This design comes from an exercise in tuning for small area, a short achievable clock period and few clock cycles on the open sky130 flow, not from production work. Only simulation tests tie the RTL to the original design; equivalence was not proved. Power and IR drop assume default switching activity.

== oak ==
==> flow/design.v <==
`timescale 1ns/100ps
module ptranspose (
	input  logic        clk,
	input  logic        rst,
	input  logic        in_valid,
	input  logic [31:0] in_data,
	output logic        in_ready,
	output logic        out_valid,
	output logic [31:0] out_data,
	input  logic        out_ready
);
	logic [3:0]  wcnt;      
	logic [3:0]  rcnt;      
	logic [15:0] rsel;      
	logic        rsel0_n;   
	logic [15:1] rsel_q;
	logic        in_block;  
	logic        rpar;      
	logic        ahead;     
	logic        wpar;      
	logic can_read, rd_en, wr_en, wr_last, rd_last, ahead_n;
	always_comb begin
		if (ahead) can_read = 1'b1;
		else case ({rcnt[3], rcnt[0]})
			2'b00: can_read = wcnt[3] || wcnt[2:0] == 3'd7;
			2'b10: can_read = wcnt[3];
			2'b01: can_read = wcnt == 4'd15;
			default: can_read = 1'b0;
		endcase
	end
	assign rd_en   = can_read && (!out_valid || out_ready);
	assign rsel     = {rsel_q, !rsel0_n};
	assign in_ready = !in_block;
	assign wr_en    = in_valid && in_ready;
	assign wr_last = wcnt == 4'd15;
	assign rd_last = rcnt == 4'd15;
	assign ahead_n = ahead ? !(rd_en && rd_last) : (wr_en && wr_last);
	logic [3:0] wcnt_i, rcnt_i, wcnt_n, rcnt_n;
	assign wcnt_i = wcnt + 1'b1;
	assign rcnt_i = rcnt + 1'b1;
	assign wcnt_n = wr_en ? wcnt_i : wcnt;
	assign rcnt_n = rd_en ? rcnt_i : rcnt;
	always_ff @(posedge clk or posedge rst) begin
		if (rst) begin
			wcnt      <= '0;
			rcnt      <= '0;
			rsel0_n   <= 1'b0;
			rsel_q    <= '0;
			rpar      <= 1'b0;
			ahead     <= 1'b0;
			wpar      <= 1'b0;
			in_block  <= 1'b0;
			out_valid <= 1'b0;
		end else begin
			wcnt <= wcnt_n;
			rcnt <= rcnt_n;
			if (rd_en) begin
				rsel0_n <= !rsel[15];
				rsel_q  <= rsel[14:0];
			end
			if (rd_en && rd_last) rpar <= !rpar;
			ahead <= ahead_n;
			if (wr_en && wr_last) wpar <= !wpar;
			in_block <= ahead_n && (wcnt_n == rcnt_n);
			if (!out_valid || out_ready) out_valid <= can_read;
		end
	end
	logic [7:0] wbus [4];
	for (genvar b = 0; b < 4; b++) begin : gen_wbus
		logic [1:0] lane;
		assign lane    = 2'(b) - wcnt[2:1];
		assign wbus[b] = in_data[8*lane +: 8];
	end
	logic [7:0] slot [8][8];
	logic [31:0] rd_data;
	for (genvar R = 0; R < 8; R++) begin : gen_r
		for (genvar C = 0; C < 8; C++) begin : gen_c
			logic we;
			assign we = in_ready && (wpar ? (wcnt == 4'(2 * C + R / 4)) : (wcnt == 4'(2 * R + C / 4)));
			always_ff @(posedge clk) begin
				if (we) slot[R][C] <= wbus[(R + C) % 4];
			end
		end
	end
	always_comb begin
		rd_data = '0;
		for (int k = 0; k < 4; k++) begin
			for (int c = 0; c < 8; c++) begin
				for (int h = 0; h < 2; h++) begin
					if (rsel[2*c + h] && !rpar) rd_data[8*k +: 8] = rd_data[8*k +: 8] | slot[4*h + k][c];
					if (rsel[2*c + h] &&  rpar) rd_data[8*k +: 8] = rd_data[8*k +: 8] | slot[c][4*h + k];
				end
			end
		end
	end
	always_ff @(posedge clk) begin
		if (!out_valid || out_ready) out_data <= rd_data;
	end
endmodule
clock: 4.4 ns
lec_check: 0
cap_margin: 20
core_margin: 2
core_utilization: 30
cts_cluster_diameter: 80
cts_cluster_size: 24
place_density: 0.7
setup_slack_margin: 2.3
slew_margin: 20
tns_end_percent: 30
run.sh (not shown) runs the stock make flow with config.mk's settings and CLKGATE_MAP_FILE= SYNTH_SCRIPT=/design/flow/synth_recipe.tcl, a recipe that flattens the netlist after the stock synthesis.
oak went all the way through the flow, and no timing, DRC or antenna check failed.
Testbench counts of oak, summed over its fixed seeds: cycles 6,264.
Input changes introduced in pine (baseline for comparison: oak):
- a deleted PLACE_DENSITY that had been 0.7
Delta (pine minus oak): clock network power share shows an increase of 0.8 points; basic-gate share of the synthesized area counting and, or, nand and nor cells shows no meaningful change; total number of vias shows an increase of 292; logic depth of the worst register-to-register path shows an increase of 2; total power shows an increase of 6.8%.
Comparing oak and pine, the higher sequential power is on oak.

## what the ideal ports hide
No port has a modelled driver above. Below, the same layouts with a new extraction and two added sets of constraints.
Step 1, drivers: a clkbuf_16 drives clk and a buf_2 each remaining input, both assumed.
Step 2 adds t to the input delays and takes it off the output delays; t is the mean of the earliest and latest rising clock arrival at the registers after step 1. Input paths then give back, and output paths get back, about the clock's delay inside the block.
Three values: ideal ports, drivers, drivers and shift; two values: the first two.
run | t, ns | setup WS [ns] | worst slew at a driven data input, ns
oak | 0.685 | 2.039 / 2.039 / 1.646 | 0.08
pine | 0.645 | 2.076 / 2.076 / 1.740 | 0.07
After both steps every run listed still meets setup and hold. The setup slack of oak, which loses most, moves by 0.000 ns with the drivers and by -0.393 ns with both steps.
